From an optimization exercise on the open Yosys and OpenROAD flow, aimed at small area; shortcuts taken in it are not production practice.
The RTL was checked by simulation tests, not by an equivalence proof against the original design.
Power and IR drop assume default switching activity. The clock port is modelled as an ideal driver; clocking choices that lean on that would not hold on a real chip.

[flow/config.mk]
export PLATFORM = sky130hd
export DESIGN_NAME = aes_128_key_store
export DESIGN_NICKNAME = aes_128_key_store
export VERILOG_FILES = /design/flow/design.v
export SDC_FILE = /design/flow/constraint.sdc
export NUM_CORES = 4
export LEC_CHECK = 0
export CAP_MARGIN = 20
export CORE_MARGIN = 2
export CORE_UTILIZATION = 60
export CTS_BUF_LIST = sky130_fd_sc_hd__clkbuf_16
export CTS_CLUSTER_DIAMETER = 80
export CTS_CLUSTER_SIZE = 30
export SLEW_MARGIN = 20
export SYNTH_HIERARCHICAL = 1
[flow/flow/run.sh]
#!/bin/bash
set -e
export BUFFER_PORTS_ARGS="-buffer_cell sky130_fd_sc_hd__buf_1"
export CTS_ARGS="-sink_clustering_enable -repair_clock_nets -sink_clustering_size 30 -sink_clustering_max_diameter 80 -buf_list sky130_fd_sc_hd__clkbuf_16 -dont_use_dummy_load"
bash standard.sh > standard.log 2>&1
[flow/design.v]
package aes_128_key_pkg;
  localparam int KEY_WORD_W    = 64;
  localparam int NUM_ROUNDS    = 11;
  localparam int WORDS_PER_SET = 2 * NUM_ROUNDS;
  typedef logic [127:0]          round_key_t;
  typedef logic [KEY_WORD_W-1:0] key_word_t;
  typedef logic [4:0]            key_ptr_t;
  localparam key_ptr_t LAST_PTR = key_ptr_t'(WORDS_PER_SET - 1);
endpackage
module aes_128_key_bank (
  input  logic                        clk,
  input  logic                        shift,    
  input  logic                        keep,     
  input  aes_128_key_pkg::key_word_t  wdata,
  input  logic                        copy,     
  input  logic                        hold,     
  input  logic [10:0]                 sel,      
  output aes_128_key_pkg::round_key_t rd
);
  logic [63:0]  sh  [22];
  logic [127:0] act [11];
  always_ff @(posedge clk) begin
    sh[0] <= (sh[0] & {64{keep}}) | (wdata & {64{shift}});
    for (int i = 1; i < 22; i++) sh[i] <= (sh[i] & {64{keep}}) | (sh[i-1] & {64{shift}});
  end
  always_ff @(posedge clk) begin
    for (int r = 0; r < 11; r++)
      act[r] <= (act[r] & {128{hold}}) | ({sh[20-2*r], sh[21-2*r]} & {128{copy}});
  end
  logic [127:0] gn0, gn1, gn2;
  aes_128_key_rd3 u_rd0 (.s(sel[2:0]), .d0(act[0]), .d1(act[1]), .d2(act[2]),  .yn(gn0));
  aes_128_key_rd3 u_rd1 (.s(sel[5:3]), .d0(act[3]), .d1(act[4]), .d2(act[5]),  .yn(gn1));
  aes_128_key_rd3 u_rd2 (.s(sel[8:6]), .d0(act[6]), .d1(act[7]), .d2(act[8]),  .yn(gn2));
  aes_128_key_rd2 u_rd3 (.s(sel[10:9]), .d0(act[9]), .d1(act[10]), .gn0(gn0), .gn1(gn1), .gn2(gn2), .y(rd));
endmodule
module aes_128_key_rd3 (
  input  logic [2:0]   s,
  input  logic [127:0] d0,
  input  logic [127:0] d1,
  input  logic [127:0] d2,
  output logic [127:0] yn
);
  assign yn = ~((d0 & {128{s[0]}}) | (d1 & {128{s[1]}}) | (d2 & {128{s[2]}}));
endmodule
module aes_128_key_rd2 (
  input  logic [1:0]   s,
  input  logic [127:0] d0,
  input  logic [127:0] d1,
  input  logic [127:0] gn0,
  input  logic [127:0] gn1,
  input  logic [127:0] gn2,
  output logic [127:0] y
);
  assign y = ~(gn0 & gn1 & gn2 & ~((d0 & {128{s[0]}}) | (d1 & {128{s[1]}})));
endmodule
module aes_128_key_store (
  input  logic         clk,
  input  logic         kill,
  input  logic         en_wr,
  input  logic [63:0]  key_round_wr,
  input  logic         switch_key,
  input  logic [3:0]   rd_round,
  output logic [127:0] rd_key,
  output logic         key_idx,
  output logic         key_valid,
  output logic         shadow_full,
  output logic         switch_err_pulse
);
  aes_128_key_pkg::key_ptr_t wp_q;
  logic        full_q;
  logic        key_idx_q;
  logic        valid_q;
  logic        err_q;
  logic        copy_q;
  logic        hold_q;
  logic [10:0] sel_q;
  logic        switch_ok;
  assign switch_ok = switch_key && full_q && !en_wr;
  aes_128_key_bank u_bank (
    .clk   (clk),
    .shift (en_wr && !kill),
    .keep  (!en_wr),
    .wdata (key_round_wr),
    .copy  (copy_q),
    .hold  (hold_q),
    .sel   (sel_q),
    .rd    (rd_key)
  );
  always_ff @(posedge clk) begin
    if (kill) begin
      wp_q      <= '0;
      full_q    <= 1'b0;
      key_idx_q <= 1'b0;
      valid_q   <= 1'b0;
      err_q     <= 1'b0;
      copy_q    <= 1'b0;
      hold_q    <= 1'b0;
      sel_q     <= '0;
    end else begin
      err_q  <= switch_key && !switch_ok;
      copy_q <= switch_ok;
      hold_q <= !switch_ok;
      for (int r = 0; r < 11; r++)
        sel_q[r] <= valid_q && (rd_round == 4'(r));
      if (en_wr) begin
        if (full_q) begin
          wp_q   <= aes_128_key_pkg::key_ptr_t'(1);
          full_q <= 1'b0;
        end else if (wp_q == aes_128_key_pkg::LAST_PTR) begin
          wp_q   <= '0;
          full_q <= 1'b1;
        end else begin
          wp_q <= wp_q + aes_128_key_pkg::key_ptr_t'(1);
        end
      end else if (switch_ok) begin
        wp_q      <= '0;
        full_q    <= 1'b0;
        key_idx_q <= ~key_idx_q;
        valid_q   <= 1'b1;
      end
    end
  end
  assign key_idx          = key_idx_q;
  assign key_valid        = valid_q;
  assign shadow_full      = full_q;
  assign switch_err_pulse = err_q;
endmodule
[flow/constraint.sdc]
create_clock -name core_clock -period 5.0 [get_ports {clk}]
set_input_delay 1.0000 -clock core_clock [delete_from_list [all_inputs] [get_ports {clk}]]
set_output_delay 1.0000 -clock core_clock [all_outputs]
set_load 0.01 [all_outputs]
[flow/standard.sh]
#!/bin/bash
# synth_recipe.tcl (not shown) runs the flow's synth.tcl, then flattens the netlist and writes it again
# the make line also repeats each setting of config.mk as NAME=value (left out here)
make -C /OpenROAD-flow-scripts/flow DESIGN_CONFIG=/design/flow/config.mk WORK_HOME=/design/flow/orfs CLKGATE_MAP_FILE= SYNTH_SCRIPT=/design/flow/synth_recipe.tcl "${@:-finish}"
==> impl_metrics.csv, run 1 <==
group,metric,value,unit
run_status,outcome,"finished clean",
logic_synthesis,yosysTopAreaCell,"dfxtp_1",
setup_path,worstPathMaxFanout,48,
floorplan,initial_utilization,0.605,
route,drc,0,
clock_tree,cts_tree,"built",
logic_synthesis,syn_area,93400,um^2
pwr,power.leakage,0.0355,uW
floorplan,die_h,399,um
route,ant_nets,0,
final_layout,drive_gt1_frac,0.0429,
timing,skew,0.0521,ns
clock_tree,cts_setup_buffers,0,
final_layout,finalNetCount,6902,
final_layout,final_common_cell,"dfxtp_1",
setup_path,critical_path_required,4.00,ns
global_route,grt_pass1_wl,337000,um
floorplan,dieArea,159000,um^2
placement,dp_hpwl,121000,um
route,post_drt_wl_per_cell,24.1,um
global_route,grt_usage,0.259,
clock_tree,htreeDepth,3,
timing,fmax,0.240,GHz
timing,setup_tns,0,ns
setup_path,path_buf_inv,2,
floorplan,core,154000,um^2
clock_tree,clk_pin_slew,0.11,ns
setup_path,crit_family,"flip-flops",
timing,tightest_slew,1.15,ns
min_path,min_path_type,"in -> reg",
placement,dp_cells,8752,
floorplan,io_pins,204,
timing,min_period,4.16,ns
placement,gp_congestion,0.757,
setup_path,crit_arrival,3.16,ns
final_layout,layout.cells.non_filler,8871,
clock_tree,cts_buffers,118,
timing,rsz0062_at_grt,"no",
setup_path,worstPathCellList,"buf_4 -> a222oi_1 -> nand4_1 -> buf_1",
route,vias,60600,
clock_tree,cts-root-buf,"clkbuf_16",
timing,setup_viol,0,
pwr,total_power,34500,uW
flow_run,maxCapViolCount,0,
logic_synthesis,ys_ff_latch,2838,
timing,timing.final.hold_violations,0,
global_route,grt_max_degree,215,
timing,relSlewSlack,0.235,
floorplan,die_width,399,um
route,wl,213000,um
logic_synthesis,synth_area_leaders,"dfxtp_1, a22o_1, a222oi_1",
final_layout,mostFrequentLayoutCells,"dfxtp_1, a22o_1, a222oi_1, buf_1, nand4_1",
global_route,grt_pass1_vias,57000,
logic_synthesis,synth_seq_area_share,0.608,
route,dr.pass1.iters,9,
final_layout,finish.instance_area,95700,um^2
logic_synthesis,synthDistinctLibCells,34,
clock_tree,cts_sinks,2838,
placement,numPortBuffers,203,
logic_synthesis,netlist.area_leader.share,0.608,
clock_tree,ctsHoldBuffers,0,
pwr,ir_worst_vdd,319,uV
logic_synthesis,yosys_warnings,12,
floorplan,num_rows,144,
setup_path,critPathSlowestCell,"dfxtp_4",
logic_synthesis,synth_fp_nets,7211,
clock_tree,clk_path_buf_depth,3,
pwr,powerDensity,361,nW/um^2
timing,fin_crit_sh,0.833,
timing,slew_viol_final,0,
setup_path,critPathLaunchType,"flop",
final_layout,fin_util,0.620,
setup_path,critPathKind,"reg -> out",
route,drt_iter0_markers,6691,
clock_tree,postCtsResizedCells,0,
setup_path,slowest_delay,0.97,ns
placement,post_dp_cell_area,92700,um^2
route,via_per_inst,6.83,
final_layout,area_growth,2.37,%
global_route,gr-total-overflow,0,
global_route,antenna_found_initial,11,
setup_path,cp-end-kind,"primary output",
logic_synthesis,syn_avg_cell_area,13.1,um^2
logic_synthesis,syn_inst,7137,
clock_tree,clock_latency,0.76,ns
modules after synthesis (local to each module, per instance):
module,cells,cell area [um^2],copies in the design
aes_128_key_rd3,170,1670,3
aes_128_key_bank,6260,85600,1
aes_128_key_store,83,801,1
aes_128_key_rd2,284,2050,1
sequential cells by signal (all words and copies together) (netlist names):
register and count:
u_bank.act 1408, hold_q 1, err_q 1, wp_q 5
sel_q 11, key_idx_q 1, u_bank.sh 1408, full_q 1
valid_q 1, copy_q 1
kinds of logic (layout without fill, tap and decap cells):
group,Yosys count,after routing,synth area share
AOI/OAI and AO/OA,3337,3337,0.316
xor gates and xnor gates,1,1,0.0000937
adders and majority gates,2,2,0.000268
buffers and inverters,787,476,0.0641
DFF,2838,2838,0.608
other,0,1,0
and+or+nand+nor,172,172,0.0112
power breakdown:
part,leakage [uW],switching (uW),internal [uW]
Combinational,0.0112,622,228
Clock,0.00145,6580,4220
Sequential,0.0229,143,22700
area by class of cell:
class,count,area (um^2)
antenna,1,2.50
clock buffer,118,2950
fill,12200,58700
inverter,4,22.5
multi-input combinational,3512,30700
sequential,2838,56900
tap,2044,2560
timing repair buffer,354,2610
synth_stat cells, drive strengths merged:
master and n:
a2bb2oi 1, or3 2, and3 1, a21oi 3, a32oi 1, nand2 4, and2b 1, nor4b 1
ha 2, a22oi 128, nor4 3, and2 1, dfxtp 2838, inv 4, o211ai 1, nand3b 5
xnor2 1, nand4 129, buf 773, nand4b 2, nand2b 4, nor2 14, a22o 2816, nand3 1
and3b 1, nor3 3, a311oi 1, clkbuf 10, a31oi 2, a222oi 384
per-stage QoR:
stage               hold slack, ns  setup slack, ns
detailed placement           0.449             1.37
finish                       0.423            0.837
CTS                          0.374            0.814
global placement             0.451             1.41
global route                 0.393            0.783
floorplan                    0.439             2.82
path summary, 6_finish.rpt:
check                     from                end  slack [ns]  cells after the start
min reg2reg  u_bank.sh[21][17]  u_bank.act[0][17]        0.46                      1
max                   sel_q[2]         rd_key[59]        0.84                      4
max reg2reg             hold_q  u_bank.act[9][99]        2.81                      2
min           key_round_wr[42]   u_bank.sh[0][42]        0.42                      2
metal layers:
layer / GRT usage / share of wire / vias to the layer above
met1: 0.397 / 0.49 / 31000
met3: 0.0364 / 0.050 / 249
met5: 0 / 0.00049 / -
li1: - / - / 28100
met4: 0.0588 / 0.023 / 18
met2: 0.384 / 0.44 / 1311
==> run 2: changes to the inputs <==
--- a/flow/config.mk
+++ b/flow/config.mk
@@ -6,10 +6,11 @@
 export NUM_CORES = 4
 export LEC_CHECK = 0
-export CAP_MARGIN = 20
+export CAP_MARGIN = 0
 export CORE_MARGIN = 2
-export CORE_UTILIZATION = 60
+export CORE_UTILIZATION = 80
 export CTS_BUF_LIST = sky130_fd_sc_hd__clkbuf_16
 export CTS_CLUSTER_DIAMETER = 80
 export CTS_CLUSTER_SIZE = 30
-export SLEW_MARGIN = 20
+export GPL_TIMING_DRIVEN = 0
+export SLEW_MARGIN = 0
 export SYNTH_HIERARCHICAL = 1
==> run 2 against run 1 <==
Net effect: still clean; clock skew fell by 0.014 ns; core utilization rose by 23 points; clock-buffer cell count fell by 13; combinational power rose by 68%; routed wire length rose by 44%; hold slack got worse by 0.0021 ns; largest power group unchanged.
==> impl_metrics.csv, run 2 <==
group,metric,value,unit
run_status,outcome,"finished clean",
timing,setup_viol,0,
logic_synthesis,ys_top_cells_by_count,"dfxtp_1, a22o_1, buf_2, a222oi_1, buf_6",
setup_path,ff2ff_path_depth,5,
timing,skew,0.0384,ns
final_layout,finalNetCount,7521,
timing,min_period,4.28,ns
timing,tightest_slew,1.02,ns
setup_path,crit_arrival,3.28,ns
logic_synthesis,synthFlopType,"dfxtp_1",
setup_path,critPathSlowestCell,"a222oi_1",
pwr,powerDensity,352,nW/um^2
timing,relSlewSlack,0.318,
clock_tree,clock_latency,0.78,ns
final_layout,layout.cells.non_filler,8997,
logic_synthesis,synth.most_common_cell,"dfxtp_1",
min_path,whs_path_depth,2,
logic_synthesis,synth_fp_nets,7211,
logic_synthesis,ys_ff_latch,2838,
flow_run,maxCapViolCount,0,
min_path,min_path_type,"in -> reg",
pwr,power.leakage,0.0386,uW
clock_tree,cts_buffers,105,
route,via_per_inst,7.78,
logic_synthesis,synth_seq_area_share,0.608,
timing,fin_crit_sh,0.856,
pwr,p_switching,7860,uW
final_layout,finish.instance_area,98800,um^2
route,post_drt_wl_per_cell,34.3,um
timing,setup_tns,0,ns
clock_tree,clk_pin_slew,0.12,ns
floorplan,dieArea,120000,um^2
clock_tree,postCtsResizedCells,0,
floorplan,core,116000,um^2
clock_tree,ctsHoldBuffers,0,
clock_tree,cts-root-buf,"clkbuf_16",
global_route,gr-total-overflow,0,
route,vias,70000,
clock_tree,cts_tree,"built",
pwr,seqPwrFrac,0.658,
route,dr.pass1.iters,10,
setup_path,critical_path_required,4.00,ns
setup_path,path_buf_inv,3,
final_layout,area_growth,5.74,%
global_route,antenna_found_initial,17,
clock_tree,htreeDepth,3,
final_layout,drive_gt1_frac,0.119,
timing,slew_viol_final,0,
floorplan,die_width,346,um
clock_tree,clk_path_buf_depth,3,
route,wl,308000,um
pwr,p_int,26900,uW
final_layout,fin_util,0.852,
global_route,grt_pass1_wl,441000,um
min_path,worstHoldStart,"key_round_wr[52]",
setup_path,r2r_end,"u_bank.act[10][30]",
logic_synthesis,async_flop_share,0,
pwr,switching_share,0.226,
setup_path,critPathLaunchType,"flop",
logic_synthesis,syn_area,93400,um^2
timing,timing.final.ws_setup,0.720,ns
timing,timing.final.hold_violations,0,
logic_synthesis,synth_edf_count,0,
final_layout,mostFrequentLayoutCells,"dfxtp_1, a22o_1, buf_2, a222oi_1, buf_6",
route,ant_nets,0,
setup_path,cp-end-kind,"primary output",
setup_path,slowest_delay,0.72,ns
logic_synthesis,yosysTopAreaCell,"dfxtp_1",
pwr,combPwrFrac,0.041,
floorplan,initial_utilization,0.805,
logic_synthesis,netlist.area_leader.share,0.608,
logic_synthesis,yosys_warnings,12,
placement,gp_congestion,1.05,
floorplan,num_rows,125,
placement,dp_cells,8864,
setup_path,crit_family,"buffers and inverters",
clock_tree,cts_setup_buffers,0,
logic_synthesis,syn_avg_cell_area,13.1,um^2
setup_path,cp_common_cell,"buf_2",
route,drt_iter0_markers,11700,
min_path,holdPathEnd,"u_bank.sh[0][52]",
pwr,clkPwrFrac,0.301,
logic_synthesis,synth_area_leaders,"dfxtp_1, a22o_1, a222oi_1",
final_layout,final_common_cell,"dfxtp_1",
placement,post_dp_cell_area,96100,um^2
final_layout,reg.largest.list,"u_bank.act (1408), u_bank.sh (1408), sel_q (11)",
timing,rsz0062_at_grt,"no",
clock_tree,cts_sinks,2838,
timing,fmax,0.234,GHz
global_route,grt_pass1_vias,68500,
route,drc,0,
floorplan,die_h,346,um
setup_path,worstPathCellList,"buf_2 -> buf_2 -> a222oi_1 -> nand4_1 -> buf_1",
global_route,grt_usage,0.496,
setup_path,worstPathMaxFanout,10,
pwr,ir_worst_vdd,409,uV
setup_path,rrSetupSlack,2.64,ns
placement,pre_cts_ws,1.24,ns
logic_synthesis,syn_inst,7137,
placement,dp_hpwl,227000,um
setup_path,r2r_start,"hold_q",
setup_path,startpoint,"sel_q[2]",
logic_synthesis,synthDistinctLibCells,34,
placement,numPortBuffers,203,
floorplan,io_pins,204,
global_route,grt_max_degree,31,
setup_path,critPathKind,"reg -> out",
final_layout,fillCellCount,6274,
[run 2: cell count changes in the layout (fill, tap and decap cells not counted), moves of 10 or more]
cell,previous run,this run
buf_12,57,0
dfxtp_1,2825,2838
buf_6,0,309
clkbuf_16,118,105
diode_2,1,28
buf_2,0,410
clkbuf_1,0,10
buf_4,94,54
dfxtp_4,13,0
[run 2: worst max-delay path by stage]
stage / end / depth (start not counted)
floorplan: u_bank.sh[12][10] / 7
global placement: u_bank.sh[20][2] / 8
detailed placement: u_bank.sh[20][0] / 8
CTS: rd_key[56] / 5
global route: rd_key[56] / 5
finish: rd_key[56] / 5
[run 2: Yosys stat by module (local to each module, per instance)]
module / cells inside / times used
aes_128_key_rd2: 284 / 1
aes_128_key_bank: 6260 / 1
aes_128_key_store: 83 / 1
aes_128_key_rd3: 170 / 3
[run 2: kinds of logic after synthesis]
| family | share of synthesized area |
|---|---|
| xor gates and xnor gates | 0.0000937 |
| adders and majority gates | 0.000268 |
| AOI/OAI and AO/OA | 0.316 |
| DFF | 0.608 |
| and+or+nand+nor | 0.0112 |
| buffers and inverters | 0.0641 |
[run 2: final cells by class]
cell class / instances / area (um^2) / share of cell area
sequential: 2838 / 56800 / 0.575
timing repair buffer: 203 / 762 / 0.00771
inverter: 4 / 15.0 / 0.000152
buffer: 783 / 5970 / 0.0605
multi-input combinational: 3512 / 30600 / 0.310
tap: 1524 / 1910 / 0.0193
antenna: 28 / 70.1 / 0.000709
clock buffer: 105 / 2630 / 0.0266
[run 2: metrics by stage]
stage / hold slack (ns) / total power (uW)
floorplan: 0.439 / 24100
global placement: 0.451 / 24700
detailed placement: 0.457 / 24700
CTS: 0.422 / 34400
global route: 0.431 / 35400
finish: 0.421 / 34800
[run 2: power by group through the flow]
stage          Clock, uW  Combinational [uW]  Sequential (uW)
2_1_floorplan          0                 782            23300
3_3_place_gp           0                1310            23400
3_5_place_dp           0                1340            23400
4_1_cts            10200                1350            22900
5_1_grt            11000                1430            22900
6_report           10500                1430            22900
[run 2: routing by layer]
metal  wire length (um)  GRT usage
met1             108000      0.594
met2             135000      0.754
met3              43100      0.186
met4              21800      0.313
met5                534     0.0112
==> run 3: changes to the inputs <==
--- a/flow/config.mk
+++ b/flow/config.mk
@@ -8,9 +8,8 @@
 export CAP_MARGIN = 0
 export CORE_MARGIN = 2
-export CORE_UTILIZATION = 80
+export CORE_UTILIZATION = 70
 export CTS_BUF_LIST = sky130_fd_sc_hd__clkbuf_16
 export CTS_CLUSTER_DIAMETER = 80
 export CTS_CLUSTER_SIZE = 30
-export GPL_TIMING_DRIVEN = 0
 export SLEW_MARGIN = 0
 export SYNTH_HIERARCHICAL = 1
==> run 3 against run 2 <==
Net effect: sequential power hardly changed; global-route usage is 21 points lower; setup slack better by 0.23 ns; final area is 4.1% lower; critical endpoint is now rd_key[11]; largest power group unchanged.
==> impl_metrics.csv, run 3 <==
group,metric,value,unit
pwr,combPwrFrac,0.024,
clock_tree,clock_latency,0.75,ns
final_layout,mostFrequentLayoutCells,"dfxtp_1, a22o_1, a222oi_1, buf_1, nand4_1",
pwr,p_switching,7220,uW
setup_path,critPathLaunchType,"flop",
logic_synthesis,synth_edf_count,0,
timing,fin_crit_sh,0.810,
route,drt_iter0_markers,7720,
global_route,grt_usage,0.290,
placement,dp_hpwl,117000,um
floorplan,num_rows,134,
floorplan,io_pins,204,
clock_tree,cts_buffers,111,
route,post_drt_wl_per_cell,24.3,um
global_route,gr-total-overflow,0,
timing,relSlewSlack,0.181,
placement,dp_cells,8439,
pwr,ir_worst_vdd,347,uV
placement,gp_congestion,0.767,
route,drc,0,
clock_tree,cts_setup_buffers,0,
logic_synthesis,synth_area_leaders,"dfxtp_1, a22o_1, a222oi_1",
pwr,seqPwrFrac,0.670,
route,dr.pass1.iters,7,
route,via_per_inst,7.14,
pwr,switching_share,0.212,
final_layout,finish.instance_area,94700,um^2
logic_synthesis,synth_seq_area_share,0.608,
route,ant_nets,0,
timing,slew_viol_final,0,
floorplan,dieArea,136000,um^2
floorplan,initial_utilization,0.703,
logic_synthesis,netlist.area_leader.share,0.608,
global_route,grt_pass1_wl,328000,um
floorplan,die_h,369,um
timing,setup_tns,0,ns
logic_synthesis,synth_fp_nets,7211,
run_status,outcome,"finished clean",
setup_path,critPathKind,"reg -> out",
setup_path,worstPathMaxFanout,54,
logic_synthesis,synthFlopType,"dfxtp_1",
timing,fmax,0.247,GHz
global_route,grt_pass1_vias,57100,
clock_tree,clk_path_buf_depth,3,
logic_synthesis,synth_xor_area_frac,0.0000937,
logic_synthesis,syn_inst,7137,
global_route,antenna_found_initial,6,
final_layout,reg.largest.list,"u_bank.act (1408), u_bank.sh (1408), sel_q (11)",
timing,min_period,4.05,ns
min_path,min_path_type,"in -> reg",
timing,rsz0062_at_grt,"no",
final_layout,area_growth,1.38,%
floorplan,die_width,369,um
logic_synthesis,yosysTopAreaCell,"dfxtp_1",
timing,tightest_slew,1.23,ns
logic_synthesis,ys_ff_latch,2838,
pwr,powerDensity,360,nW/um^2
final_layout,finalNetCount,6858,
timing,setup_viol,0,
global_route,grt_max_degree,218,
final_layout,layout.cells.non_filler,8552,
pwr,power.leakage,0.0352,uW
clock_tree,clk_pin_slew,0.11,ns
flow_run,maxCapViolCount,0,
timing,timing.final.hold_violations,0,
route,vias,61100,
logic_synthesis,muxShareOfSynthArea,0,
timing,skew,0.0505,ns
floorplan,core,133000,um^2
placement,pre_cts_ws,1.65,ns
clock_tree,cts-root-buf,"clkbuf_16",
final_layout,fin_util,0.713,
logic_synthesis,async_flop_share,0,
logic_synthesis,yosys_warnings,12,
pwr,p_int,26900,uW
clock_tree,cts_tree,"built",
clock_tree,ctsHoldBuffers,0,
clock_tree,htreeDepth,3,
logic_synthesis,synth_adder_area_share,0.000268,
route,wl,207000,um
logic_synthesis,syn_area,93400,um^2
clock_tree,postCtsResizedCells,0,
logic_synthesis,synth_top_family_by_area,"compound AO/OA/AOI/OAI gates",
setup_path,crit_arrival,3.05,ns
pwr,clkPwrFrac,0.306,
logic_synthesis,yosys.area_share.simple,0.0112,
placement,post_dp_cell_area,92000,um^2
timing,timing.final.ws_setup,0.952,ns
logic_synthesis,synth.most_common_cell,"dfxtp_1",
clock_tree,cts_sinks,2838,
placement,numPortBuffers,203,
setup_path,cp-end-kind,"primary output",
logic_synthesis,synthDistinctLibCells,34,
setup_path,critical_path_required,4.00,ns
final_layout,final_common_cell,"dfxtp_1",
logic_synthesis,synth-compound-area-share,0.316,
logic_synthesis,syn_avg_cell_area,13.1,um^2
final_layout,drive_gt1_frac,0.0367,
logic_synthesis,ys_top_cells_by_count,"dfxtp_1, a22o_1, buf_2, a222oi_1, buf_6",
run 3: cell counts after synthesis:
Identical to the previous run, type by type.
run 3: modules after synthesis (local to each module, per instance):
module             flops+latches  times used  area [um^2]
aes_128_key_bank            2816           1        85600
aes_128_key_store             22           1          801
aes_128_key_rd3                0           3         1670
aes_128_key_rd2                0           1         2050
run 3: per-layer routing:
| layer | vias up | share of wire | global-route usage |
|---|---|---|---|
| li1 | 27900 | - | - |
| met1 | 31200 | 0.47 | 0.440 |
| met2 | 1704 | 0.45 | 0.445 |
| met3 | 229 | 0.057 | 0.0338 |
| met4 | 4 | 0.020 | 0.0645 |
| met5 | - | 0.00014 | 0 |
run 3: power by group through the flow:
| stage | combinational [uW] | clock (uW) | sequential [uW] |
|---|---|---|---|
| global placement | 799 | 0 | 23400 |
| floorplan | 782 | 0 | 23300 |
| finish | 816 | 10500 | 22900 |
| CTS | 810 | 10700 | 22900 |
| detailed placement | 808 | 0 | 23400 |
| global route | 884 | 11400 | 22900 |
run 3: cell type report:
type,count,area (um^2)
tap,1768,2210
timing repair buffer,317,2210
antenna,2,5.00
clock buffer,111,2780
multi-input combinational,3512,30700
inverter,4,22.5
sequential,2838,56900
fill,9494,38200
run 3: logic make-up (layout without fill, tap and decap cells):
family                   after synthesis  count (layout)
flip-flops                          2838            2838
AO/OA/AOI/OAI                       3337            3337
other                                  0               2
AND/OR/NAND/NOR                      172             172
XOR/XNOR                               1               1
adder cells (fa/ha/maj)                2               2
buffers and inverters                787             432
run 3: worst paths after layout:
kind / start / cells after the start / endpoint / slack, ns
hold / removal: key_round_wr[41] / 2 / u_bank.sh[0][41] / 0.43
setup reg to reg: copy_q / 2 / u_bank.act[9][98] / 2.66
hold reg to reg: u_bank.sh[9][61] / 1 / u_bank.act[6][61] / 0.45
setup / recovery: sel_q[8] / 4 / rd_key[11] / 0.95
run 3: per-stage QoR:
step,total power [uW],hold slack (ns)
finish,34100,0.429
global route,35200,0.406
CTS,34300,0.382
detailed placement,24200,0.453
global placement,24200,0.447
floorplan,24100,0.439
run 3: worst max-delay path, stage by stage, from the launching register on:
cell and delay [ns]:
dfxtp_4 1.12, buf_4 0.45, a222oi_1 0.14, nand4_1 0.34, buf_1 0.21
==> run 4: changes to the inputs <==
--- a/flow/design.v
+++ b/flow/design.v
@@ -16,4 +16,6 @@
   input  logic                        hold,     
   input  logic [10:0]                 sel,      
+  input  logic                        par,      
+  input  logic                        rdpar,    
   output aes_128_key_pkg::round_key_t rd
 );
@@ -21,16 +23,17 @@
   logic [127:0] act [11];
   always_ff @(posedge clk) begin
-    sh[0] <= (sh[0] & {64{keep}}) | (wdata & {64{shift}});
-    for (int i = 1; i < 22; i++) sh[i] <= (sh[i] & {64{keep}}) | (sh[i-1] & {64{shift}});
+    sh[0] <= ~((sh[0] & {64{keep}}) | ((wdata ^ {64{par}}) & {64{shift}}));
+    for (int i = 1; i < 22; i++) sh[i] <= ~((sh[i] & {64{keep}}) | (sh[i-1] & {64{shift}}));
   end
   always_ff @(posedge clk) begin
     for (int r = 0; r < 11; r++)
-      act[r] <= (act[r] & {128{hold}}) | ({sh[20-2*r], sh[21-2*r]} & {128{copy}});
+      act[r] <= ~((act[r] & {128{hold}}) | ({sh[20-2*r], sh[21-2*r]} & {128{copy}}));
   end
-  logic [127:0] gn0, gn1, gn2;
+  logic [127:0] gn0, gn1, gn2, rdn;
   aes_128_key_rd3 u_rd0 (.s(sel[2:0]), .d0(act[0]), .d1(act[1]), .d2(act[2]),  .yn(gn0));
   aes_128_key_rd3 u_rd1 (.s(sel[5:3]), .d0(act[3]), .d1(act[4]), .d2(act[5]),  .yn(gn1));
   aes_128_key_rd3 u_rd2 (.s(sel[8:6]), .d0(act[6]), .d1(act[7]), .d2(act[8]),  .yn(gn2));
-  aes_128_key_rd2 u_rd3 (.s(sel[10:9]), .d0(act[9]), .d1(act[10]), .gn0(gn0), .gn1(gn1), .gn2(gn2), .y(rd));
+  aes_128_key_rd2 u_rd3 (.s(sel[10:9]), .d0(act[9]), .d1(act[10]), .gn0(gn0), .gn1(gn1), .gn2(gn2), .y(rdn));
+  aes_128_key_fix u_fix (.p(rdpar), .d(rdn), .y(rd));
 endmodule
 module aes_128_key_rd3 (
@@ -53,4 +56,11 @@
 );
   assign y = ~(gn0 & gn1 & gn2 & ~((d0 & {128{s[0]}}) | (d1 & {128{s[1]}})));
+endmodule
+module aes_128_key_fix (
+  input  logic         p,
+  input  logic [127:0] d,
+  output logic [127:0] y
+);
+  assign y = d ^ {128{p}};
 endmodule
 module aes_128_key_store (
@@ -75,4 +85,5 @@
   logic        hold_q;
   logic [10:0] sel_q;
+  logic        par_q;
   logic        switch_ok;
   assign switch_ok = switch_key && full_q && !en_wr;
@@ -85,4 +96,6 @@
     .hold  (hold_q),
     .sel   (sel_q),
+    .par   (par_q),
+    .rdpar (par_q && (|sel_q)),
     .rd    (rd_key)
   );
@@ -97,6 +110,8 @@
       hold_q    <= 1'b0;
       sel_q     <= '0;
+      par_q     <= 1'b0;
     end else begin
       err_q  <= switch_key && !switch_ok;
+      par_q  <= !par_q;
       copy_q <= switch_ok;
       hold_q <= !switch_ok;
--- a/flow/config.mk
+++ b/flow/config.mk
@@ -8,5 +8,5 @@
 export CAP_MARGIN = 0
 export CORE_MARGIN = 2
-export CORE_UTILIZATION = 70
+export CORE_UTILIZATION = 76
 export CTS_BUF_LIST = sky130_fd_sc_hd__clkbuf_16
 export CTS_CLUSTER_DIAMETER = 80
==> run 4 against run 3 <==
Net effect: still clean on timing, DRC and antenna; synthesized area decreased by 1.4%; sequential power increased by 16%; hold slack improved by 0.014 ns; sequential cell count increased by 1; setup slack got worse by 0.35 ns; non-clock buffer count decreased by 12; critical path type unchanged; critical endpoint is now rd_key[94].
==> impl_metrics.csv, run 4 <==
group,metric,value,unit
floorplan,die_h,352,um
setup_path,critical_path_required,4.00,ns
floorplan,core,120000,um^2
logic_synthesis,ys_ff_latch,2839,
setup_path,path_buf_inv,2,
pwr,combPwrFrac,0.058,
clock_tree,cts_setup_buffers,0,
flow_run,maxCapViolCount,0,
global_route,grt_pass1_vias,58400,
logic_synthesis,synth_area_leaders,"dfxtp_1, a22oi_1, buf_6",
logic_synthesis,syn_area,92200,um^2
final_layout,fillCellCount,8086,
setup_path,r2r_start,"par_q",
pwr,power.leakage,0.0349,uW
logic_synthesis,synth_fp_nets,7431,
logic_synthesis,yosysTopAreaCell,"dfxtp_1",
clock_tree,htreeDepth,3,
setup_path,cp-end-kind,"primary output",
timing,fin_crit_sh,0.880,
min_path,worstHoldStart,"u_bank.sh[21][29]",
setup_path,crit_arrival,3.40,ns
route,drc,0,
clock_tree,clk_pin_slew,0.11,ns
timing,fmax,0.227,GHz
logic_synthesis,synth_seq_area_share,0.617,
setup_path,critPathLaunchType,"flop",
logic_synthesis,synth.most_common_cell,"a22oi_1",
global_route,antenna_found_initial,4,
logic_synthesis,synthDistinctLibCells,36,
final_layout,mostFrequentLayoutCells,"a22oi_1, dfxtp_1, a222oi_1, buf_1, xor2_1",
global_route,grt_usage,0.315,
route,ant_nets,0,
final_layout,finalNetCount,7039,
setup_path,critPathSlowestCell,"dfxtp_4",
route,wl,207000,um
min_path,min_path_type,"reg -> reg",
logic_synthesis,synth_edf_count,0,
setup_path,r2r_end,"u_bank.sh[0][36]",
timing,setup_tns,0,ns
timing,setup_viol,0,
clock_tree,ctsHoldBuffers,0,
pwr,seqPwrFrac,0.681,
route,dr.pass1.iters,10,
logic_synthesis,netlist.area_leader.share,0.617,
setup_path,slowest_delay,1.04,ns
clock_tree,cts-root-buf,"clkbuf_16",
timing,min_period,4.40,ns
setup_path,worstPathMaxFanout,60,
route,via_per_inst,7.34,
final_layout,final_common_cell,"a22oi_1",
logic_synthesis,ys_top_cells_by_count,"a22oi_1, dfxtp_1, buf_2, a222oi_1, buf_6",
logic_synthesis,syn_inst,7357,
logic_synthesis,async_flop_share,0,
floorplan,num_rows,127,
placement,gp_congestion,0.781,
global_route,gr-total-overflow,0,
global_route,grt_max_degree,228,
route,vias,62900,
floorplan,die_width,352,um
timing,relSlewSlack,0.207,
setup_path,critPathKind,"reg -> out",
timing,slew_viol_final,0,
logic_synthesis,synthFlopType,"dfxtp_1",
timing,timing.final.hold_violations,0,
final_layout,area_growth,0.251,%
pwr,clkPwrFrac,0.261,
setup_path,worstPathCellList,"nor4_1 -> a31oi_4 -> buf_4 -> xor2_1 -> buf_1",
clock_tree,cts_buffers,105,
setup_path,ff2ff_path_depth,4,
pwr,powerDensity,420,nW/um^2
pwr,p_switching,9040,uW
logic_synthesis,syn_avg_cell_area,12.5,um^2
clock_tree,clk_path_buf_depth,3,
setup_path,crit_family,"flip-flops",
placement,dp_hpwl,118000,um
clock_tree,cts_sinks,2839,
pwr,ir_worst_vdd,355,uV
clock_tree,clock_latency,0.74,ns
min_path,whs_path_depth,1,
clock_tree,postCtsResizedCells,0,
pwr,switching_share,0.233,
min_path,holdPathEnd,"u_bank.act[0][29]",
setup_path,rrSetupSlack,2.57,ns
final_layout,drive_gt1_frac,0.0335,
floorplan,dieArea,124000,um^2
timing,rsz0062_at_grt,"no",
pwr,total_power,38900,uW
route,drt_iter0_markers,9436,
route,post_drt_wl_per_cell,24.1,um
global_route,grt_pass1_wl,325000,um
final_layout,reg.largest.list,"u_bank.act (1408), u_bank.sh (1408), sel_q (11)",
run_status,outcome,"finished clean",
floorplan,initial_utilization,0.767,
floorplan,io_pins,204,
logic_synthesis,yosys_warnings,12,
timing,skew,0.0274,ns
pwr,p_int,29800,uW
timing,tightest_slew,1.19,ns
clock_tree,cts_tree,"built",
placement,numPortBuffers,203,
## run 4: kinds of logic (layout without fill, tap and decap cells)
logic type,Yosys count,in the layout,synth area share
AO/OA/AOI/OAI,3338,3338,0.283
XOR/XNOR,193,193,0.0183
buffers and inverters,809,415,0.0706
adder cells (fa/ha/maj),2,2,0.000271
other,0,2,0
AND/OR/NAND/NOR,176,176,0.0116
flip-flops,2839,2839,0.617
## run 4: per-layer routing
| layer | up-vias | GRT usage | wire [um] |
|---|---|---|---|
| met3 | 237 | 0.0378 | 12900 |
| met4 | 4 | 0.0695 | 3880 |
| li1 | 28500 | - | - |
| met1 | 32200 | 0.467 | 91700 |
| met2 | 2005 | 0.499 | 98100 |
| met5 | - | 0 | 23 |
## run 4: how the worst max path moves through the flow
stage | start | to | slack (ns) | cells past startpoint
after floorplan | sel_q[4] | rd_key[106] | 2.65 | 5
after global placement | sel_q[3] | rd_key[38] | 1.52 | 5
after detailed placement | sel_q[1] | rd_key[36] | 1.42 | 5
after CTS | sel_q[1] | rd_key[36] | 0.60 | 5
after global routing | sel_q[1] | rd_key[30] | 0.50 | 5
final | sel_q[0] | rd_key[94] | 0.60 | 5
## run 4: layout make-up
type | instances | area [um^2] | share of cell area
flip-flops and latches | 2839 | 56900 | 0.616
multi-input cells | 3709 | 28900 | 0.312
clock buffers | 105 | 2630 | 0.0284
well taps | 1612 | 2020 | 0.0218
repair buffers | 305 | 1990 | 0.0215
inverters | 5 | 26.3 | 0.000284
diodes | 2 | 5.00 | 0.0000542
## run 4: power by group through the flow
stage / clock, uW / sequential, uW / combinational [uW]
global route: 11000 / 26700 / 2540
detailed placement: 0 / 26900 / 2260
finish: 10100 / 26500 / 2260
global placement: 0 / 26800 / 2130
floorplan: 0 / 26400 / 2090
CTS: 10300 / 26400 / 2260
## run 4: through the flow
step / cell area, um^2 / setup slack [ns] / hold WS [ns] / util / cells
floorplan: 92200 / 2.65 / 0.395 / - / 7357
global placement: 89800 / 1.52 / 0.423 / 0.747 / 8470
detailed placement: 89800 / 1.42 / 0.427 / 0.747 / 8470
CTS: 92400 / 0.601 / 0.434 / 0.769 / 8575
global route: 92400 / 0.501 / 0.449 / 0.769 / 8576
finish: 92400 / 0.600 / 0.443 / 0.769 / 8577
## run 4: per-module statistics from Yosys, one instance, submodules excluded
module	area, um^2	times used	cells	flops+latches
aes_128_key_store	852	1	90	23
aes_128_key_fix	1390	1	142	0
aes_128_key_rd3	1670	3	170	0
aes_128_key_bank	82900	1	6331	2816
aes_128_key_rd2	2050	1	284	0
==> run 5: changes to the inputs <==
--- a/flow/config.mk
+++ b/flow/config.mk
@@ -8,5 +8,5 @@
 export CAP_MARGIN = 0
 export CORE_MARGIN = 2
-export CORE_UTILIZATION = 76
+export CORE_UTILIZATION = 84
 export CTS_BUF_LIST = sky130_fd_sc_hd__clkbuf_16
 export CTS_CLUSTER_DIAMETER = 80
==> run 5 against run 4 <==
Net effect: still clean on timing, DRC and antenna; synthesized area unchanged; setup slack got worse by 0.084 ns; first-iteration DRC count increased by 11%; sequential cell count unchanged; clock-buffer cell count decreased by 1; sequential power about the same; clock power about the same; register-to-register slack improved by 0.02 ns; critical path depth unchanged; largest power group unchanged.
==> impl_metrics.csv, run 5 <==
group,metric,value,unit
route,wl,208000,um
pwr,powerDensity,422,nW/um^2
logic_synthesis,ys_ff_latch,2839,
route,post_drt_wl_per_cell,24.9,um
clock_tree,htreeDepth,3,
final_layout,layout.cells.non_filler,8375,
floorplan,die_width,335,um
setup_path,slowest_delay,0.92,ns
global_route,grt_usage,0.352,
logic_synthesis,synth_area_leaders,"dfxtp_1, a22oi_1, buf_6",
setup_path,worstPathCellList,"nor4_1 -> a31oi_4 -> buf_4 -> xor2_1 -> buf_1",
logic_synthesis,synthFlopType,"dfxtp_1",
floorplan,io_pins,204,
logic_synthesis,syn_area,92200,um^2
timing,skew,0.0446,ns
pwr,p_switching,9090,uW
timing,fin_crit_sh,0.897,
pwr,power.leakage,0.0349,uW
global_route,grt_pass1_vias,59500,
global_route,grt_max_degree,237,
run_status,outcome,"finished clean",
clock_tree,clk_path_buf_depth,3,
timing,tightest_slew,1.14,ns
logic_synthesis,async_flop_share,0,
setup_path,crit_arrival,3.48,ns
clock_tree,cts_sinks,2839,
logic_synthesis,yosys_warnings,12,
route,dr.pass1.iters,10,
floorplan,core,109000,um^2
global_route,antenna_found_initial,1,
clock_tree,cts_buffers,104,
logic_synthesis,synth_seq_area_share,0.617,
floorplan,die_h,335,um
logic_synthesis,syn_inst,7357,
setup_path,worstPathMaxFanout,52,
clock_tree,cts_setup_buffers,0,
floorplan,dieArea,112000,um^2
logic_synthesis,synth_edf_count,0,
setup_path,critical_path_required,4.00,ns
final_layout,finalNetCount,7036,
pwr,ir_worst_vdd,362,uV
pwr,total_power,38900,uW
route,vias,64000,
final_layout,area_growth,0.0177,%
final_layout,mostFrequentLayoutCells,"a22oi_1, dfxtp_1, a222oi_1, buf_1, xor2_1",
timing,fmax,0.223,GHz
placement,gp_congestion,0.797,
timing,relSlewSlack,0.241,
timing,setup_tns,0,ns
logic_synthesis,synthDistinctLibCells,36,
setup_path,critPathLaunchType,"flop",
logic_synthesis,synth_fp_nets,7431,
clock_tree,cts-root-buf,"clkbuf_16",
setup_path,critPathSlowestCell,"dfxtp_4",
final_layout,multi_input_area,28900,um^2
final_layout,drive_gt1_frac,0.0330,
final_layout,reg.largest.list,"u_bank.act (1408), u_bank.sh (1408), sel_q (11)",
floorplan,num_rows,121,
placement,numPortBuffers,203,
logic_synthesis,synth.most_common_cell,"a22oi_1",
logic_synthesis,netlist.area_leader.share,0.617,
route,drc,0,
timing,rsz0062_at_grt,"no",
route,ant_nets,0,
pwr,combPwrFrac,0.059,
final_layout,ff_latch_area,56900,um^2
pwr,p_int,29800,uW
logic_synthesis,ys_top_cells_by_count,"a22oi_1, dfxtp_1, buf_2, a222oi_1, buf_6",
timing,slew_viol_final,0,
placement,dp_hpwl,117000,um
pwr,clkPwrFrac,0.259,
clock_tree,ctsHoldBuffers,0,
logic_synthesis,yosysTopAreaCell,"dfxtp_1",
setup_path,cp-end-kind,"primary output",
clock_tree,postCtsResizedCells,0,
min_path,min_path_type,"reg -> reg",
timing,setup_viol,0,
logic_synthesis,syn_avg_cell_area,12.5,um^2
clock_tree,cts_tree,"built",
global_route,grt_pass1_wl,326000,um
flow_run,maxCapViolCount,0,
setup_path,path_buf_inv,2,
setup_path,crit_family,"flip-flops",
route,drt_iter0_markers,10500,
floorplan,initial_utilization,0.847,
clock_tree,clk_pin_slew,0.11,ns
setup_path,critPathKind,"reg -> out",
placement,dp_cells,8270,
pwr,switching_share,0.234,
clock_tree,clock_latency,0.74,ns
timing,min_period,4.48,ns
timing,timing.final.hold_violations,0,
final_layout,final_common_cell,"a22oi_1",
pwr,seqPwrFrac,0.682,
route,via_per_inst,7.65,
global_route,gr-total-overflow,0,
final_layout,fillCellCount,5954,
[run 5: cell count changes in the layout (fill, tap and decap cells not counted)]
cell	before	now
buf_4	65	57
diode_2	2	1
clkbuf_16	105	104
buf_12	37	43
[run 5: final cells by class]
cell class | count | share of cell area
diodes | 1 | 0.0000271
well taps | 1414 | 0.0192
inverters | 5 | 0.000285
clock buffers | 104 | 0.0282
multi-input cells | 3709 | 0.313
flip-flops and latches | 2839 | 0.617
repair buffers | 303 | 0.0222
[run 5: modules after synthesis, one instance, submodules excluded]
module             times used  cells inside  cell area [um^2]
aes_128_key_bank            1          6331             82900
aes_128_key_rd2             1           284              2050
aes_128_key_rd3             3           170              1670
aes_128_key_fix             1           142              1390
aes_128_key_store           1            90               852
[run 5: metrics by stage]
step                      hold slack (ns)  instance area [um^2]  worst slack (ns)  utilization
after floorplan                     0.395                 92200              2.65            -
after global placement              0.423                 89600              1.43        0.823
after detailed placement            0.425                 89600              1.33        0.823
after CTS                           0.443                 92200             0.535        0.847
after global routing                0.455                 92200             0.420        0.847
final                               0.442                 92200             0.517        0.847
[run 5: cell families (layout without fill, tap and decap cells)]
group	count (synthesis)	in the layout	synth area share
AND/OR/NAND/NOR	176	176	0.0116
buffers and inverters	809	412	0.0706
adder cells (fa/ha/maj)	2	2	0.000271
flip-flops	2839	2839	0.617
AO/OA/AOI/OAI	3338	3338	0.283
XOR/XNOR	193	193	0.0183
other	0	1	0
[run 5: routing by layer]
metal	vias to the layer above	share of wire	global-route usage
met5	-	0	0
met4	0	0.026	0.100
met1	32400	0.42	0.502
met2	2811	0.48	0.561
li1	28500	-	-
met3	337	0.079	0.0520
[run 5: worst paths after layout]
path	slack, ns	cells past startpoint	from	endpoint
worst max register to register	2.59	3	par_q	u_bank.sh[0][33]
worst min register to register	0.44	1	u_bank.sh[21][19]	u_bank.act[0][19]
worst min-delay path	0.44	1	u_bank.sh[21][19]	u_bank.act[0][19]
worst max-delay path	0.52	5	sel_q[0]	rd_key[99]
[run 5: power by group through the flow]
stage	logic (uW)	clock network (uW)	registers (uW)
2_1_floorplan	2090	0	26400
3_3_place_gp	2120	0	26800
3_5_place_dp	2270	0	26900
4_1_cts	2280	10100	26500
5_1_grt	2550	10900	26800
6_report	2280	10100	26500
==> run 6: changes to the inputs <==
--- a/flow/config.mk
+++ b/flow/config.mk
@@ -8,5 +8,5 @@
 export CAP_MARGIN = 0
 export CORE_MARGIN = 2
-export CORE_UTILIZATION = 84
+export CORE_UTILIZATION = 70
 export CTS_BUF_LIST = sky130_fd_sc_hd__clkbuf_16
 export CTS_CLUSTER_DIAMETER = 80
==> run 6 against run 5 <==
Net effect: critical path depth did not move; combinational power is essentially flat; non-clock buffer count shrank 1; final cell count is 4.2% higher; register-to-register slack got worse by 0.33 ns; power increased by 0.24%; largest cell class unchanged; still clean on timing, DRC and antenna; first-iteration DRC count decreased by 17%; largest power group unchanged; final area grew 0.76%; synthesized cell count did not move.
==> impl_metrics.csv, run 6 <==
group,metric,value,unit
final_layout,reg.largest.list,"u_bank.act (1408), u_bank.sh (1408), sel_q (11)",
global_route,grt_max_degree,214,
floorplan,die_h,367,um
pwr,clkPwrFrac,0.264,
route,drt_iter0_markers,8655,
logic_synthesis,ys_top_cells_by_count,"a22oi_1, dfxtp_1, buf_2, a222oi_1, buf_6",
setup_path,cp-end-kind,"primary output",
route,vias,62500,
floorplan,dieArea,135000,um^2
placement,dp_cells,8610,
setup_path,r2r_start,"par_q",
clock_tree,ctsHoldBuffers,0,
timing,slew_viol_final,0,
logic_synthesis,syn_area,92200,um^2
route,via_per_inst,7.16,
setup_path,critPathKind,"reg -> out",
setup_path,worstPathMaxFanout,35,
global_route,grt_pass1_wl,325000,um
timing,skew,0.0326,ns
clock_tree,cts_setup_buffers,0,
timing,setup_tns,0,ns
min_path,min_path_type,"reg -> reg",
floorplan,io_pins,204,
clock_tree,cts-root-buf,"clkbuf_16",
floorplan,num_rows,133,
placement,numPortBuffers,203,
timing,min_period,4.24,ns
logic_synthesis,synthDistinctLibCells,36,
timing,fmax,0.236,GHz
floorplan,core,131000,um^2
setup_path,rrSetupSlack,2.26,ns
floorplan,initial_utilization,0.703,
logic_synthesis,ys_ff_latch,2839,
pwr,seqPwrFrac,0.678,
logic_synthesis,synthFlopType,"dfxtp_1",
placement,gp_congestion,0.786,
min_path,whs_path_depth,1,
logic_synthesis,async_flop_share,0,
placement,dp_hpwl,117000,um
pwr,combPwrFrac,0.058,
route,wl,206000,um
route,ant_nets,0,
timing,rsz0062_at_grt,"no",
pwr,total_power,39000,uW
clock_tree,cts_tree,"built",
clock_tree,clock_latency,0.74,ns
final_layout,fillCellCount,9789,
timing,tightest_slew,1.16,ns
logic_synthesis,synth_edf_count,0,
timing,fin_crit_sh,0.848,
setup_path,ff2ff_path_depth,4,
timing,setup_viol,0,
flow_run,maxCapViolCount,0,
logic_synthesis,synth_fp_nets,7431,
final_layout,finalNetCount,7039,
global_route,antenna_found_initial,5,
pwr,p_int,29900,uW
global_route,grt_usage,0.291,
clock_tree,cts_buffers,108,
final_layout,drive_gt1_frac,0.0335,
logic_synthesis,synth_area_leaders,"dfxtp_1, a22oi_1, buf_6",
route,drc,0,
logic_synthesis,yosys_warnings,12,
global_route,grt_pass1_vias,57700,
clock_tree,clk_path_buf_depth,3,
clock_tree,clk_pin_slew,0.11,ns
floorplan,die_width,367,um
logic_synthesis,synth_seq_area_share,0.617,
clock_tree,cts_sinks,2839,
route,dr.pass1.iters,9,
final_layout,mostFrequentLayoutCells,"a22oi_1, dfxtp_1, a222oi_1, buf_1, xor2_1",
logic_synthesis,synth.most_common_cell,"a22oi_1",
final_layout,area_growth,0.782,%
min_path,worstHoldStart,"u_bank.sh[21][24]",
route,post_drt_wl_per_cell,23.6,um
final_layout,layout.cells.non_filler,8723,
logic_synthesis,netlist.area_leader.share,0.617,
setup_path,critPathLaunchType,"flop",
logic_synthesis,syn_inst,7357,
min_path,holdPathEnd,"u_bank.act[0][24]",
pwr,powerDensity,420,nW/um^2
pwr,switching_share,0.232,
clock_tree,htreeDepth,3,
timing,timing.final.hold_violations,0,
final_layout,final_common_cell,"a22oi_1",
setup_path,r2r_end,"u_bank.sh[0][40]",
pwr,p_switching,9050,uW
clock_tree,postCtsResizedCells,0,
logic_synthesis,syn_avg_cell_area,12.5,um^2
timing,whs,0.422,ns
timing,relSlewSlack,0.227,
logic_synthesis,yosysTopAreaCell,"dfxtp_1",
pwr,power.leakage,0.0350,uW
pwr,ir_worst_vdd,357,uV
global_route,gr-total-overflow,0,
setup_path,critical_path_required,4.00,ns
setup_path,crit_arrival,3.24,ns
run_status,outcome,"finished clean",
==> run 6: cell counts after synthesis <==
Identical to the previous run, type by type.
==> run 6: power groups by stage <==
stage / Clock [uW] / Sequential (uW) / Combinational (uW)
after floorplan: 0 / 26400 / 2090
after global placement: 0 / 26800 / 2150
after detailed placement: 0 / 26900 / 2260
after CTS: 10500 / 26400 / 2270
after global routing: 11300 / 26700 / 2540
final: 10300 / 26400 / 2260
==> run 6: logic make-up after synthesis <==
kind of cell             after synthesis  share of synthesized area
adder cells (fa/ha/maj)                2                   0.000271
AND/OR/NAND/NOR                      176                     0.0116
XOR/XNOR                             193                     0.0183
buffers and inverters                809                     0.0706
flip-flops                          2839                      0.617
AO/OA/AOI/OAI                       3338                      0.283
==> run 6: layout make-up <==
cell class / count / area (um^2) / share of cell area
Timing Repair Buffer: 302 / 2220 / 0.0239
Antenna cell: 5 / 12.5 / 0.000135
Sequential cell: 2839 / 56900 / 0.612
Multi-Input combinational cell: 3709 / 28900 / 0.311
Tap cell: 1755 / 2200 / 0.0236
Inverter: 5 / 26.3 / 0.000283
Clock buffer: 108 / 2700 / 0.0291
==> run 6: stage by stage <==
stage | worst slack, ns | util | area [um^2]
floorplan | 2.65 | - | 92200
global placement | 1.62 | 0.688 | 90200
detailed placement | 1.60 | 0.688 | 90200
CTS | 0.760 | 0.708 | 92900
global route | 0.669 | 0.708 | 92900
finish | 0.761 | 0.708 | 92900
==> run 6: worst max-delay path by stage <==
| stage | from | endpoint | slack, ns | cells after the start |
|---|---|---|---|---|
| floorplan | sel_q[4] | rd_key[106] | 2.65 | 5 |
| global placement | sel_q[8] | rd_key[29] | 1.62 | 5 |
| detailed placement | sel_q[8] | rd_key[29] | 1.60 | 5 |
| CTS | sel_q[8] | rd_key[29] | 0.76 | 5 |
| global route | sel_q[8] | rd_key[29] | 0.67 | 5 |
| finish | sel_q[8] | rd_key[29] | 0.76 | 5 |
==> run 6: metal layers <==
| metal | wire (um) | GRT usage |
|---|---|---|
| met1 | 94200 | 0.433 |
| met4 | 5300 | 0.0787 |
| met2 | 94400 | 0.447 |
| met5 | 0 | 0 |
| met3 | 12100 | 0.0406 |
==> run 6: modules after synthesis (local to each module, per instance) <==
module | cell area, um^2 | times used | flip-flops and latches
aes_128_key_bank | 82900 | 1 | 2816
aes_128_key_rd2 | 2050 | 1 | 0
aes_128_key_rd3 | 1670 | 3 | 0
aes_128_key_fix | 1390 | 1 | 0
aes_128_key_store | 852 | 1 | 23
==> run 6: worst max-delay path, stage by stage, from the launching register on <==
cell	delay [ns]
dfxtp_4	0.82
buf_4	0.64
a222oi_1	0.18
nand4_1	0.18
xor2_1	0.41
buf_1	0.20
==> run 7: changes to the inputs <==
==> flow/flow/run.sh (replaced) <==
#!/bin/bash
set -e
export BUFFER_PORTS_ARGS="-buffer_cell sky130_fd_sc_hd__buf_1"
export CTS_ARGS="-sink_clustering_enable -repair_clock_nets -sink_clustering_size 34 -sink_clustering_max_diameter 50 -buf_list sky130_fd_sc_hd__clkbuf_16 -dont_use_dummy_load"
bash standard.sh > standard.log 2>&1
--- a/flow/config.mk
+++ b/flow/config.mk
@@ -8,8 +8,8 @@
 export CAP_MARGIN = 0
 export CORE_MARGIN = 2
-export CORE_UTILIZATION = 70
+export CORE_UTILIZATION = 76
 export CTS_BUF_LIST = sky130_fd_sc_hd__clkbuf_16
-export CTS_CLUSTER_DIAMETER = 80
-export CTS_CLUSTER_SIZE = 30
+export CTS_CLUSTER_DIAMETER = 50
+export CTS_CLUSTER_SIZE = 34
 export SLEW_MARGIN = 0
 export SYNTH_HIERARCHICAL = 1
==> run 7 against run 6 <==
Net effect: clock skew grew 0.021 ns; sequential power is essentially flat; routed wire length rose by 1.3%; sequential cell count unchanged; sequential share of layout area shrank 0.61 points.
==> impl_metrics.csv, run 7 <==
group,metric,value,unit
run_status,outcome,"finished clean",
route,vias,63700,
floorplan,die_width,352,um
timing,timing.final.ws_setup,0.559,ns
final_layout,area_growth,1.80,%
clock_tree,clk_path_buf_depth,3,
global_route,grt_pass1_wl,328000,um
logic_synthesis,synth_fp_nets,7431,
global_route,grt_max_degree,228,
pwr,total_power,41300,uW
clock_tree,htreeDepth,4,
global_route,gr-total-overflow,0,
placement,numPortBuffers,203,
logic_synthesis,ys_ff_latch,2839,
logic_synthesis,synth_edf_count,0,
final_layout,drive_gt1_frac,0.0413,
logic_synthesis,async_flop_share,0,
timing,relSlewSlack,0.194,
floorplan,core,120000,um^2
pwr,p_switching,9470,uW
clock_tree,clk_pin_slew,0.09,ns
clock_tree,cts_sinks,2839,
floorplan,dieArea,124000,um^2
timing,setup_tns,0,ns
setup_path,cp-end-kind,"primary output",
logic_synthesis,yosysTopAreaCell,"dfxtp_1",
timing,setup_viol,0,
logic_synthesis,synthFlopType,"dfxtp_1",
pwr,p_int,31800,uW
timing,rsz0062_at_grt,"no",
timing,tightest_slew,1.21,ns
clock_tree,cts_tree,"built",
clock_tree,cts_buffers,162,
route,wl,209000,um
clock_tree,cts-root-buf,"clkbuf_16",
logic_synthesis,syn_inst,7357,
logic_synthesis,synth_area_leaders,"dfxtp_1, a22oi_1, buf_6",
timing,fmax,0.225,GHz
pwr,switching_share,0.229,
logic_synthesis,synth_seq_area_share,0.617,
timing,whs,0.393,ns
clock_tree,clock_latency,0.82,ns
timing,min_period,4.44,ns
setup_path,critical_path_required,4.00,ns
logic_synthesis,ys_top_cells_by_count,"a22oi_1, dfxtp_1, buf_2, a222oi_1, buf_6",
pwr,clkPwrFrac,0.303,
route,drt_iter0_markers,9432,
timing,skew,0.0536,ns
pwr,combPwrFrac,0.055,
timing,timing.final.hold_violations,0,
pwr,seqPwrFrac,0.642,
final_layout,final_common_cell,"a22oi_1",
clock_tree,postCtsResizedCells,0,
logic_synthesis,netlist.area_leader.share,0.617,
route,drc,0,
timing,slew_viol_final,0,
placement,dp_cells,8470,
route,ant_nets,0,
placement,pre_cts_ws,1.42,ns
route,post_drt_wl_per_cell,24.2,um
floorplan,io_pins,204,
final_layout,finalNetCount,7096,
pwr,powerDensity,440,nW/um^2
timing,fin_crit_sh,0.888,
clock_tree,cts_setup_buffers,0,
setup_path,critPathKind,"reg -> out",
floorplan,num_rows,127,
logic_synthesis,synthDistinctLibCells,36,
pwr,ir_worst_vdd,445,uV
global_route,antenna_found_initial,6,
flow_run,maxCapViolCount,0,
logic_synthesis,syn_avg_cell_area,12.5,um^2
final_layout,layout.cells.non_filler,8636,
logic_synthesis,syn_area,92200,um^2
logic_synthesis,yosys_warnings,12,
placement,dp_hpwl,118000,um
final_layout,reg.largest.list,"u_bank.act (1408), u_bank.sh (1408), sel_q (11)",
setup_path,rrSetupSlack,2.52,ns
placement,gp_congestion,0.781,
global_route,grt_usage,0.320,
route,dr.pass1.iters,10,
floorplan,die_h,352,um
logic_synthesis,synth.most_common_cell,"a22oi_1",
final_layout,mostFrequentLayoutCells,"a22oi_1, dfxtp_1, a222oi_1, buf_1, xor2_1",
pwr,power.leakage,0.0356,uW
global_route,grt_pass1_vias,59300,
min_path,min_path_type,"reg -> reg",
setup_path,crit_arrival,3.44,ns
setup_path,critPathLaunchType,"flop",
floorplan,initial_utilization,0.767,
clock_tree,ctsHoldBuffers,0,
route,via_per_inst,7.38,
setup_path,worstPathMaxFanout,60,
## run 7: cells by family (layout without fill, tap and decap cells)
| logic type | Yosys count | in the layout | synth area share |
|---|---|---|---|
| xor gates and xnor gates | 193 | 193 | 0.0183 |
| buffers and inverters | 809 | 472 | 0.0706 |
| adders and majority gates | 2 | 2 | 0.000271 |
| AOI/OAI and AO/OA | 3338 | 3338 | 0.283 |
| other | 0 | 4 | 0 |
| DFF | 2839 | 2839 | 0.617 |
| and+or+nand+nor | 176 | 176 | 0.0116 |
## run 7: final cells by class
type | count | area, um^2
multi-input combinational | 3709 | 28900
fill | 7882 | 26300
sequential | 2839 | 56900
inverter | 5 | 26.3
antenna | 4 | 10.0
clock buffer | 162 | 4050
tap | 1612 | 2020
timing repair buffer | 305 | 1990
## run 7: metrics by stage
step	cell area, um^2	util
floorplan	92200	-
finish	93800	0.781
CTS	93800	0.781
detailed placement	89800	0.747
global route	93800	0.781
global placement	89800	0.747
## run 7: critical path, stage by stage (launching register included)
cell and delay, ns:
dfxtp_4 1.02, nor4_1 0.20, a31oi_4 0.25, buf_4 0.63, xor2_1 0.22, buf_1 0.20
## run 7: modules after synthesis (local to each module, per instance)
module | cells inside | cell area (um^2) | flops+latches
aes_128_key_rd2 | 284 | 2050 | 0
aes_128_key_bank | 6331 | 82900 | 2816
aes_128_key_fix | 142 | 1390 | 0
aes_128_key_rd3 | 170 | 1670 | 0
aes_128_key_store | 90 | 852 | 23
## run 7: layer usage
metal	GRT usage	vias to the layer above	part of all wire
met1	0.465	32600	0.44
met2	0.506	2196	0.47
li1	-	28700	-
met4	0.0826	2	0.019
met3	0.0438	246	0.069
met5	0	-	0.000043
## run 7: final timing paths
| check | depth (start not counted) | to | start |
|---|---|---|---|
| worst min register to register | 1 | u_bank.act[0][27] | u_bank.sh[21][27] |
| worst max register to register | 4 | u_bank.sh[0][36] | par_q |
| worst min-delay path | 1 | u_bank.act[0][27] | u_bank.sh[21][27] |
| worst max-delay path | 5 | rd_key[36] | sel_q[0] |
## run 7: power groups by stage
stage | Clock [uW] | Sequential, uW | Combinational [uW]
CTS | 12700 | 26400 | 2270
global placement | 0 | 26800 | 2130
floorplan | 0 | 26400 | 2090
detailed placement | 0 | 26900 | 2260
finish | 12500 | 26500 | 2260
global route | 13400 | 26700 | 2540
==> run 8: changes to the inputs <==
==> flow/flow/run.sh (replaced) <==
#!/bin/bash
set -e
export BUFFER_PORTS_ARGS="-buffer_cell sky130_fd_sc_hd__buf_1"
export CTS_ARGS="-sink_clustering_enable -repair_clock_nets -sink_clustering_size 30 -sink_clustering_max_diameter 150 -buf_list sky130_fd_sc_hd__clkbuf_16 -dont_use_dummy_load"
bash standard.sh > standard.log 2>&1
--- a/flow/config.mk
+++ b/flow/config.mk
@@ -10,6 +10,6 @@
 export CORE_UTILIZATION = 76
 export CTS_BUF_LIST = sky130_fd_sc_hd__clkbuf_16
-export CTS_CLUSTER_DIAMETER = 50
-export CTS_CLUSTER_SIZE = 34
+export CTS_CLUSTER_DIAMETER = 150
+export CTS_CLUSTER_SIZE = 30
 export SLEW_MARGIN = 0
 export SYNTH_HIERARCHICAL = 1
==> run 8 against run 7 <==
Net effect: register-to-register slack better by 0.07 ns; routed wire length down 1.2%; synthesized area unchanged; hold slack better by 0.041 ns; die area unchanged; sequential share of layout area up 0.95 points; global-route usage down 0.47 points.
==> impl_metrics.csv, run 8 <==
group,metric,value,unit
clock_tree,ctsHoldBuffers,0,
pwr,power.leakage,0.0349,uW
timing,timing.final.hold_violations,0,
clock_tree,clk_pin_slew,0.11,ns
setup_path,worstPathCellList,"nor4_1 -> a31oi_4 -> buf_4 -> xor2_1 -> buf_1",
floorplan,die_width,352,um
placement,dp_cells,8470,
clock_tree,htreeDepth,3,
final_layout,multi_input_area,28900,um^2
global_route,grt_usage,0.315,
floorplan,dieArea,124000,um^2
route,via_per_inst,7.36,
setup_path,critPathSlowestCell,"dfxtp_4",
logic_synthesis,synth_edf_count,0,
logic_synthesis,ys_ff_latch,2839,
final_layout,fillCellCount,8121,
logic_synthesis,yosys_warnings,12,
final_layout,finish.instance_area,92400,um^2
route,wl,206000,um
clock_tree,cts_setup_buffers,0,
placement,pre_cts_ws,1.42,ns
route,drt_iter0_markers,9380,
route,post_drt_wl_per_cell,24.0,um
global_route,grt_max_degree,228,
logic_synthesis,synth_fp_nets,7431,
logic_synthesis,synth.most_common_cell,"a22oi_1",
timing,relSlewSlack,0.239,
clock_tree,cts_sinks,2839,
setup_path,critPathKind,"reg -> out",
logic_synthesis,syn_avg_cell_area,12.5,um^2
placement,gp_congestion,0.781,
logic_synthesis,netlist.area_leader.share,0.617,
logic_synthesis,syn_area,92200,um^2
logic_synthesis,synth_area_leaders,"dfxtp_1, a22oi_1, buf_6",
logic_synthesis,ys_top_cells_by_count,"a22oi_1, dfxtp_1, buf_2, a222oi_1, buf_6",
logic_synthesis,async_flop_share,0,
timing,tightest_slew,1.14,ns
final_layout,finalNetCount,7038,
placement,post_dp_cell_area,89800,um^2
floorplan,num_rows,127,
floorplan,io_pins,204,
logic_synthesis,synthDistinctLibCells,36,
floorplan,initial_utilization,0.767,
route,dr.pass1.iters,13,
clock_tree,clk_path_buf_depth,3,
placement,dp_hpwl,118000,um
clock_tree,clock_latency,0.74,ns
pwr,powerDensity,420,nW/um^2
pwr,total_power,38800,uW
final_layout,mostFrequentLayoutCells,"a22oi_1, dfxtp_1, a222oi_1, buf_1, xor2_1",
setup_path,critical_path_required,4.00,ns
final_layout,final_common_cell,"a22oi_1",
global_route,grt_pass1_wl,326000,um
logic_synthesis,synthFlopType,"dfxtp_1",
min_path,min_path_type,"reg -> reg",
floorplan,die_h,352,um
run_status,outcome,"finished clean",
logic_synthesis,yosysTopAreaCell,"dfxtp_1",
timing,setup_tns,0,ns
setup_path,critPathLaunchType,"flop",
logic_synthesis,synth_seq_area_share,0.617,
timing,setup_viol,0,
global_route,grt_pass1_vias,58600,
timing,slew_viol_final,0,
route,ant_nets,0,
clock_tree,cts_tree,"built",
logic_synthesis,syn_inst,7357,
final_layout,layout.cells.non_filler,8577,
final_layout,reg.largest.list,"u_bank.act (1408), u_bank.sh (1408), sel_q (11)",
flow_run,maxCapViolCount,0,
timing,timing.final.ws_setup,0.623,ns
pwr,ir_worst_vdd,354,uV
setup_path,cp-end-kind,"primary output",
final_layout,area_growth,0.227,%
timing,rsz0062_at_grt,"no",
floorplan,core,120000,um^2
clock_tree,cts-root-buf,"clkbuf_16",
timing,min_period,4.38,ns
final_layout,ff_latch_area,56900,um^2
timing,fmax,0.228,GHz
route,vias,63200,
setup_path,worstPathMaxFanout,60,
clock_tree,postCtsResizedCells,0,
final_layout,drive_gt1_frac,0.0333,
timing,skew,0.0339,ns
clock_tree,cts_buffers,104,
timing,fin_crit_sh,0.875,
setup_path,crit_arrival,3.38,ns
global_route,antenna_found_initial,5,
global_route,gr-total-overflow,0,
setup_path,slowest_delay,1.02,ns
route,drc,0,
placement,numPortBuffers,203,
==> run 8: cell counts after synthesis <==
No cell type changed its count.
==> run 8: power breakdown <==
part | switching [uW] | leakage [uW] | internal (uW) | total (uW)
clock network | 6330 | 0.00128 | 3750 | 10100
registers | 1620 | 0.0239 | 24800 | 26500
logic | 1070 | 0.00973 | 1180 | 2250
==> run 8: worst paths after layout <==
| path | endpoint | slack (ns) | cells after the start | startpoint |
|---|---|---|---|---|
| min | u_bank.act[0][12] | 0.43 | 1 | u_bank.sh[21][12] |
| max reg2reg | u_bank.sh[0][36] | 2.59 | 4 | par_q |
| max | rd_key[36] | 0.62 | 5 | sel_q[0] |
| min reg2reg | u_bank.act[0][12] | 0.43 | 1 | u_bank.sh[21][12] |
==> run 8: final cells by class <==
cell class                 count  share of cell area
inverter                       5            0.000284
tap                         1612              0.0218
antenna                        3           0.0000813
timing repair buffer         305              0.0215
clock buffer                 104              0.0282
sequential                  2839               0.616
multi-input combinational   3709               0.312
==> run 8: cell families (layout without fill, tap and decap cells) <==
group,Yosys count,in the layout,synth area share
and+or+nand+nor,176,176,0.0116
other,0,3,0
adders and majority gates,2,2,0.000271
xor gates and xnor gates,193,193,0.0183
AOI/OAI and AO/OA,3338,3338,0.283
buffers and inverters,809,414,0.0706
DFF,2839,2839,0.617
==> run 8: Yosys stat by module, one instance, submodules excluded <==
module / area, um^2 / cells / times used / flip-flops and latches
aes_128_key_bank: 82900 / 6331 / 1 / 2816
aes_128_key_fix: 1390 / 142 / 1 / 0
aes_128_key_rd2: 2050 / 284 / 1 / 0
aes_128_key_rd3: 1670 / 170 / 3 / 0
aes_128_key_store: 852 / 90 / 1 / 23
==> run 8: stage by stage <==
stage / hold WS (ns) / util
2_1_floorplan: 0.395 / -
3_3_place_gp: 0.423 / 0.747
3_5_place_dp: 0.427 / 0.747
4_1_cts: 0.424 / 0.769
5_1_grt: 0.453 / 0.769
6_report: 0.433 / 0.769
==> run 8: metal layers <==
metal  part of all wire  track usage
met5            0.00011            0
met4              0.019       0.0691
met3              0.062       0.0373
met2               0.47        0.498
met1               0.45        0.468
==> run 8: critical path, delay by kind of cell (launching register included) <==
kind	cells	cell delay [ns]
buffers and inverters	2	0.83
DFF	1	1.02
xor gates and xnor gates	1	0.22
AOI/OAI and AO/OA	1	0.25
and+or+nand+nor	1	0.20

Setup slack of run 8, layout unchanged: 0.623 ns with ideal ports, 0.542 ns with driving cells assumed (clock clkbuf_16, inputs buf_2), 1.345 ns with port delays also shifted by the 0.803 ns mid clock arrival.
